What follows belongs to an exercise in optimizing a design on an open flow for small area; a production flow would make more cautious choices. In this exercise RTL edits were held to simulation tests only and were not proved equivalent to the original. No activity file was given, so power comes from the tool's default toggle rates.

== job 9291 ==
Design qspi_cmd_router, start of the top module:
module qspi_cmd_router (
  input  logic        clk,
  input  logic        reset,
  input  logic        spi_clk,
  input  logic        spi_cs,
  input  logic        spi_di,
  output logic        spi_do,
  output logic        spi_do_enable,
  output logic [1:0]  ram_cs,
  input  logic [1:0]  ram_di,
  output logic [7:0]  cmd_out,
  output logic [31:0] addr_out,
  output logic [11:0] len_out,
  output logic        cmd_strobe,
  output logic [7:0]  sr,
  input  logic [7:0]  sr_in,
  input  logic        sr_in_strobe,
  output logic [7:0]  wbuf_data,
  output logic        wbuf_valid,
  input  logic        wbuf_ready,
  output logic        wbuf_overflow,
  output logic        addr4
);
Settings: LEC_CHECK=0, CAP_MARGIN=20, CORE_MARGIN=2, CORE_UTILIZATION=40, CTS_BUF_LIST=sky130_fd_sc_hd__clkbuf_16, CTS_CLUSTER_DIAMETER=60, CTS_CLUSTER_SIZE=26, SLEW_MARGIN=20; clock period 8.0 ns.
run.sh (not shown) runs the stock make flow with config.mk's settings and CLKGATE_MAP_FILE= SYNTH_SCRIPT=/design/flow/synth_recipe.tcl, a recipe that flattens the netlist after the stock synthesis.
The following lists how job 3515 was set up differently from job 9291:
Settings: CTS_BUF_LIST no longer set, was sky130_fd_sc_hd__clkbuf_16; CTS_CLUSTER_SIZE no longer set, was 26; CTS_CLUSTER_DIAMETER no longer set, was 60; CORE_UTILIZATION now 70, was 40.
[summary]
Horizontal die dimension: job 3515 vs job 9291 down 24%
On overall global routing resource usage, the higher figure sits with job 3515, not job 9291.
Reported for job 9291 and job 3515, number of maximum-capacitance violations turned out identical to the last digit.
Compared with job 9291, job 3515 ends up with a larger final cell area.
In the floorplan summary, job 3515 is listed with a die area less than that of job 9291.
The count of TritonRoute iterations in the first routing pass in job 3515 was higher than what job 9291 gave.
Compared with job 9291, fmax in job 3515 increased slightly.
Input changes introduced in job 3500 (baseline for comparison: job 3515):
Settings: CORE_UTILIZATION: 70 -> 40.
## What came out
Post-place instance area (job 3500 vs. job 3515) increases slightly. Layout-stage area growth over the synthesis result in job 3500 vs job 3515: up 1.6 points. Relative to job 3515, number of cells on the worst reg-to-reg path decreased by 2 in job 3500. In job 3500 the die span in y turned out about 30% higher than in job 3515. Peak fanout along the critical path: job 3500 > job 3515. Job 3515 has lower wire length than job 3500. Against job 3515, job 3500 reports a setup slack after layout that is higher. Relative to job 3515, final standard cell utilization of the core has decreased by 36 points in job 3500. Job 3515 → job 3500: global router's overall resource usage decreased 12 points; number of max-slew violations in the final report comparable; final-layout clock buffer total climbed 6.
For job 4232, these inputs were changed with respect to job 3500:
Settings: an added CTS_CLUSTER_DIAMETER of 60; an added CTS_CLUSTER_SIZE of 18; an added CTS_BUF_LIST of sky130_fd_sc_hd__clkbuf_8.
- Sort job 4232 and job 3500 by post-layout instance area desc -> top: job 3500
- | proportion of power drawn by combinational gates | higher: job 4232 |
- Cmp job 4232 and job 3500 / signed area change from the synthesized netlist to the final layout / higher: job 3500
- Compared with job 3500, job 4232 shows power dissipated in the clock network lower by about 40%.
- Number of global-route vias before repair: job 4232 < job 3500
- | initial detailed-routing violation count | job 4232 vs job 3500 | 13 higher |
- Multi-input combinational area share ends up higher on job 4232.

* * *

## job 9671
qspi_cmd_router, a different RTL version from the one above (not shown whole).
Size: about 93 I/O pins, about 13000 um^2 of cells after synthesis.
clock: 8.0 ns
lec_check: 0
cap_margin: 10
core_margin: 2
core_utilization: 40
slew_margin: 10
standard.sh (not shown) runs the stock make flow with config.mk's settings and CLKGATE_MAP_FILE= SYNTH_SCRIPT=/design/flow/synth_recipe.tcl, a recipe that flattens the netlist after the stock synthesis.
==> flow/flow/run.sh <==
#!/bin/bash
# Own layout flow:
#  1. the standard synthesis (standard.sh synth), unchanged;
#  2. the combinational logic between the registers is re-mapped for area with
#     yosys/abc (remap.ys, remap.abc: abc's &deepsyn). Round 1 tries eight
#     random seeds on the standard netlist, rounds 2 and 3 four seeds each on
#     the smallest netlist so far; four runs at a time. The registers are kept
#     as synthesis made them (same instances, names and cell types): a result
#     whose registers differ from the standard netlist's is discarded, and if
#     no result is left the standard netlist is used as it is;
#  3. the standard layout (standard.sh finish) of that netlist, with the
#     port buffers made from sky130_fd_sc_hd__buf_1 cells and a clock tree of
#     sky130_fd_sc_hd__clkbuf_4 cells over clusters of at most 10 registers,
#     without dummy loads.
# Each tool's full output goes to a log file in this folder.
set -uo pipefail
here=$(pwd)
res=$here/orfs/results/$FLOW_PLATFORM/qspi_cmd_router/base
lib=$FLOW_HOME/platforms/$FLOW_PLATFORM/lib/sky130_fd_sc_hd__tt_025C_1v80.lib
mkdir -p $here/remap

bash standard.sh synth > $here/log_1_synth.txt 2>&1 || { echo "standard synthesis failed"; exit 1; }
cp $res/1_2_yosys.v $here/standard_netlist.v

regs() { grep -oE '^\s*sky130_fd_sc_hd__(df|edf|sdf|dl)[a-z0-9_]+\s+[^ (]+' "$1" | awk '{print $1, $2}' | sort; }
regs $here/standard_netlist.v > $here/standard_regs.txt

# remap_one ROUND SEED INPUT
remap_one() {
  local r=$1 s=$2 in=$3 d=$here/remap/r$1_s$2
  mkdir -p $d
  sed -e "s#{S}#$s#" $here/flow/remap.abc > $d/remap.abc
  sed -e "s#{LIB}#$lib#g" -e "s#{IN}#$in#" -e "s#{TOP}#$FLOW_TOP#g" \
      -e "s#{ABC}#$d/remap.abc#" -e "s#{DONTUSE}#$(cat $here/flow/dont_use.txt)#" \
      -e "s#{STAT}#$d/stat.txt#" -e "s#{OUT}#$d/netlist.v#" \
      $here/flow/remap.ys > $d/remap.ys
  yosys -s $d/remap.ys > $here/log_2_remap_r$1_s$2.txt 2>&1
}

best=""; best_area=""
pick() {  # pick ROUND SEEDS...
  local r=$1; shift
  for s in "$@"; do
    local d=$here/remap/r${r}_s$s
    [[ -s $d/netlist.v && -s $here/standard_regs.txt ]] || { echo "round $r seed $s: no result"; continue; }
    regs $d/netlist.v | cmp -s - $here/standard_regs.txt || { echo "round $r seed $s: registers differ"; continue; }
    local a=$(grep "top module" $d/stat.txt | awk '{print $NF}')
    [[ -n "$a" ]] || continue
    echo "round $r seed $s: area $a"
    if [[ -z "$best_area" ]] || awk "BEGIN{exit !($a < $best_area)}"; then best=$d/netlist.v; best_area=$a; fi
  done
}

for s in 1 2 3 4; do remap_one 1 $s $here/standard_netlist.v & done; wait
for s in 5 6 7 8; do remap_one 1 $s $here/standard_netlist.v & done; wait
pick 1 1 2 3 4 5 6 7 8 >> $here/log_2_remap_choice.txt
for r in 2 3; do
  [[ -n "$best" ]] || break
  in=$best
  for s in 1 2 3 4; do remap_one $r $s $in & done; wait
  pick $r 1 2 3 4 >> $here/log_2_remap_choice.txt
done
if [[ -n "$best" ]]; then
  echo "using $best ($best_area)" >> $here/log_2_remap_choice.txt
  cp $best $res/1_2_yosys.v
  rm -f $res/1_synth.odb $res/1_synth.sdc
else
  echo "remap failed, keeping the standard netlist" >> $here/log_2_remap_choice.txt
fi

cts="-sink_clustering_enable -repair_clock_nets -sink_clustering_size 10 -sink_clustering_max_diameter 40 -buf_list sky130_fd_sc_hd__clkbuf_4 -dont_use_dummy_load"
bash standard.sh BUFFER_PORTS_ARGS="-buffer_cell sky130_fd_sc_hd__buf_1" CTS_ARGS="$cts" finish > $here/log_3_layout.txt 2>&1 \
  || { echo "layout failed"; tail -30 $here/log_3_layout.txt; exit 1; }
==> flow/flow/remap.abc <==
strash
&get -n
&fraig -x
&deepsyn -J 100 -S {S}
&dch -f
&nf -R 1000
&put
Other scripts of this flow, unchanged in this note and not shown: flow/flow/dont_use.txt, flow/flow/remap.ys
Changes in job 5146 relative to job 9671:
-- flow/flow/remap.abc --
<<< job 9671, line 6
&nf -R 1000
>>> job 5146, line 6
&nf -R 1000 -F 8 -A 4 -C 32 -p
- The power of job 5146 falls short of that of job 9671 by 15%.
- In job 5146 relative to job 9671, wire length had gone down slightly.
- Job 5146 has less setup slack than job 9671.
- Cmp job 5146 and job 9671 / clock network power share / lower: job 9671
- Sort job 5146 and job 9671 by share of the clock period used by the worst path after layout, descending, and job 5146 comes first.
- Count of clock-buffer cells in the layout in job 5146 vs job 9671: down 2
- Across both runs, final instance area was lower for job 5146 than for job 9671.
- Changes observed in job 5146 relative to job 9671: number of non-filler instances in the completed layout decreased 45; via count of the first global-routing pass moved down.
- Against job 9671 as the reference, job 5146 delivers a lower number of standard cells after synthesis.

* * *

Starting RTL as in the previous note.
==> flow/config.mk <==
export PLATFORM = sky130hd
export DESIGN_NAME = qspi_cmd_router
export DESIGN_NICKNAME = qspi_cmd_router
export VERILOG_FILES = /design/flow/design.v
export SDC_FILE = /design/flow/constraint.sdc
export NUM_CORES = 4
export LEC_CHECK = 0
export CAP_MARGIN = 10
export CORE_MARGIN = 2
export CORE_UTILIZATION = 40
export SLEW_MARGIN = 10
==> flow/constraint.sdc <==
create_clock -name core_clock -period 8.0 [get_ports {clk}]
set_input_delay 1.6000 -clock core_clock [delete_from_list [all_inputs] [get_ports {clk}]]
set_output_delay 1.6000 -clock core_clock [all_outputs]
set_load 0.01 [all_outputs]
==> flow/flow/run.sh <==
#!/bin/bash
# Own layout flow:
#  1. the standard synthesis (standard.sh synth), unchanged;
#  2. the combinational logic between the registers is re-mapped for area with
#     yosys/abc (remap.ys, remap.abc: abc's &deepsyn with twelve random seeds,
#     four at a time; the smallest result is kept). The registers are kept as
#     synthesis made them (same instances, names and cell types); if the step
#     fails or changes the registers, the standard netlist is used as it is;
#  3. the standard layout (standard.sh finish) of that netlist, with the
#     port buffers made from sky130_fd_sc_hd__buf_1 cells and a clock tree of
#     sky130_fd_sc_hd__clkbuf_4 cells over clusters of at most 10 registers,
#     without dummy loads.
# Each tool's full output goes to a log file in this folder.
set -uo pipefail
here=$(pwd)
res=$here/orfs/results/$FLOW_PLATFORM/qspi_cmd_router/base
lib=$FLOW_HOME/platforms/$FLOW_PLATFORM/lib/sky130_fd_sc_hd__tt_025C_1v80.lib

bash standard.sh synth > $here/log_1_synth.txt 2>&1 || { echo "standard synthesis failed"; exit 1; }
cp $res/1_2_yosys.v $here/standard_netlist.v

regs() { grep -oE '^\s*sky130_fd_sc_hd__(df|edf|sdf|dl)[a-z0-9_]+\s+[^ (]+' "$1" | awk '{print $1, $2}' | sort; }
regs $here/standard_netlist.v > $here/standard_regs.txt

best=""; best_area=""
remap_one() {
  local s=$1
  sed -e "s#{S}#$s#" $here/flow/remap.abc > $here/remap_$s.abc
  sed -e "s#{LIB}#$lib#g" -e "s#{IN}#$here/standard_netlist.v#" -e "s#{TOP}#$FLOW_TOP#g" \
      -e "s#{ABC}#$here/remap_$s.abc#" -e "s#{DONTUSE}#$(cat $here/flow/dont_use.txt)#" \
      -e "s#{STAT}#$here/remap_stat_$s.txt#" -e "s#{OUT}#$here/remapped_netlist_$s.v#" \
      $here/flow/remap.ys > $here/remap_run_$s.ys
  yosys -s $here/remap_run_$s.ys > $here/log_2_remap_$s.txt 2>&1
}
for batch in "1 2 3 4" "5 6 7 8" "9 10 11 12"; do
  for s in $batch; do remap_one $s & done
  wait
done
for s in $(seq 1 12); do
  f=$here/remapped_netlist_$s.v
  [[ -s $f ]] || continue
  [[ -s $here/standard_regs.txt ]] || continue
  regs $f | cmp -s - $here/standard_regs.txt || { echo "seed $s: registers differ"; continue; }
  a=$(grep "top module" $here/remap_stat_$s.txt | awk '{print $NF}')
  [[ -n "$a" ]] || continue
  echo "seed $s: area $a"
  if [[ -z "$best_area" ]] || awk "BEGIN{exit !($a < $best_area)}"; then best=$f; best_area=$a; fi
done > $here/log_2_remap_choice.txt
if [[ -n "$best" ]]; then
  echo "using $best ($best_area)" >> $here/log_2_remap_choice.txt
  cp $best $res/1_2_yosys.v
  rm -f $res/1_synth.odb $res/1_synth.sdc
else
  echo "remap failed, keeping the standard netlist" >> $here/log_2_remap_choice.txt
fi

cts="-sink_clustering_enable -repair_clock_nets -sink_clustering_size 10 -sink_clustering_max_diameter 40 -buf_list sky130_fd_sc_hd__clkbuf_4 -dont_use_dummy_load"
bash standard.sh BUFFER_PORTS_ARGS="-buffer_cell sky130_fd_sc_hd__buf_1" CTS_ARGS="$cts" finish > $here/log_3_layout.txt 2>&1 \
  || { echo "layout failed"; tail -30 $here/log_3_layout.txt; exit 1; }
==> flow/flow/remap.abc <==
strash
&get -n
&fraig -x
&deepsyn -J 100 -S {S}
&dch -f
&nf -R 1000
&put
Other scripts of this flow, unchanged in this note and not shown: flow/flow/dont_use.txt, flow/flow/remap.ys
Change:
--- a/flow/flow/run.sh
+++ b/flow/flow/run.sh
@@ -4,4 +4,4 @@
 #  2. the combinational logic between the registers is re-mapped for area with
-#     yosys/abc (remap.ys, remap.abc: abc's &deepsyn with twelve random seeds,
-#     four at a time; the smallest result is kept). The registers are kept as
+#     yosys/abc (remap.ys, remap.abc: abc's &deepsyn, four random seeds in
+#     parallel, the smallest result is kept). The registers are kept as
 #     synthesis made them (same instances, names and cell types); if the step
@@ -17,2 +17,3 @@
 lib=$FLOW_HOME/platforms/$FLOW_PLATFORM/lib/sky130_fd_sc_hd__tt_025C_1v80.lib
+T=200
 
@@ -25,5 +26,4 @@
 best=""; best_area=""
-remap_one() {
-  local s=$1
-  sed -e "s#{S}#$s#" $here/flow/remap.abc > $here/remap_$s.abc
+for s in 1 2 3 4; do
+  sed -e "s#{T}#$T#" -e "s#{S}#$s#" $here/flow/remap.abc > $here/remap_$s.abc
   sed -e "s#{LIB}#$lib#g" -e "s#{IN}#$here/standard_netlist.v#" -e "s#{TOP}#$FLOW_TOP#g" \
@@ -32,9 +32,6 @@
       $here/flow/remap.ys > $here/remap_run_$s.ys
-  yosys -s $here/remap_run_$s.ys > $here/log_2_remap_$s.txt 2>&1
-}
-for batch in "1 2 3 4" "5 6 7 8" "9 10 11 12"; do
-  for s in $batch; do remap_one $s & done
-  wait
+  yosys -s $here/remap_run_$s.ys > $here/log_2_remap_$s.txt 2>&1 &
 done
-for s in $(seq 1 12); do
+wait
+for s in 1 2 3 4; do
   f=$here/remapped_netlist_$s.v
==> flow/flow/remap.abc (replaced) <==
strash
&get -n
&fraig -x
&deepsyn -T {T} -S {S}
&dch -f
&nf -R 1000
&put
- CAP_MARGIN: 10 -> 20
- SLEW_MARGIN: 10 -> 20
What happened: Total power stays flat; hold slack gets worse by 0.061 ns; setup slack gets worse by 0.13 ns; wire length is lower by 1.2%; via count is higher by 1.5%; critical path depth is higher by 2; cell count is higher by 0.91%; area after synthesis stays flat.

==> what the ideal ports hide <==
Ports are ideal in the flow. The routed layouts listed here were re-timed in OpenROAD. Step 1 sets driving cells, clkbuf_16 on the clock port and buf_2 on the other inputs (assumed; they add their load-dependent delay and slew). Step 2, shift: input delay + t, output delay - t, t = (earliest + latest rising clock arrival at the registers) / 2. This alone moves slack from input paths to output paths. a / b / c = ideal / step 1 / step 2; a / b = the first two.
run | t, ns | slack for setup (ns) | latest minus earliest clock arrival (ns) | worst data-port slew with drivers (ns)
job 9291 | 0.617 | 2.443 / 2.396 / 3.013 | 0.017 / 0.017 | 0.06
job 3515 | 0.566 | 2.461 / 2.415 / 2.981 | 0.019 / 0.019 | 0.05
job 3500 | 0.590 | 2.465 / 2.416 / 3.006 | 0.026 / 0.026 | 0.05
job 4232 | 0.587 | 2.469 / 2.426 / 3.012 | 0.031 / 0.031 | 0.05
job 9671 | 0.711 | 3.259 / 3.211 / 3.921 | 0.117 / 0.117 | 0.03
job 5146 | 0.712 | 3.058 / 3.012 / 3.724 | 0.119 / 0.119 | 0.05
the first run of note 3 | 0.695 | 3.205 / 3.161 / 3.855 | 0.118 / 0.117 | 0.03
the second run of note 3 | 0.691 | 3.076 / 3.030 / 3.721 | 0.152 / 0.151 | 0.04
After both steps setup and hold are still met in every run listed.
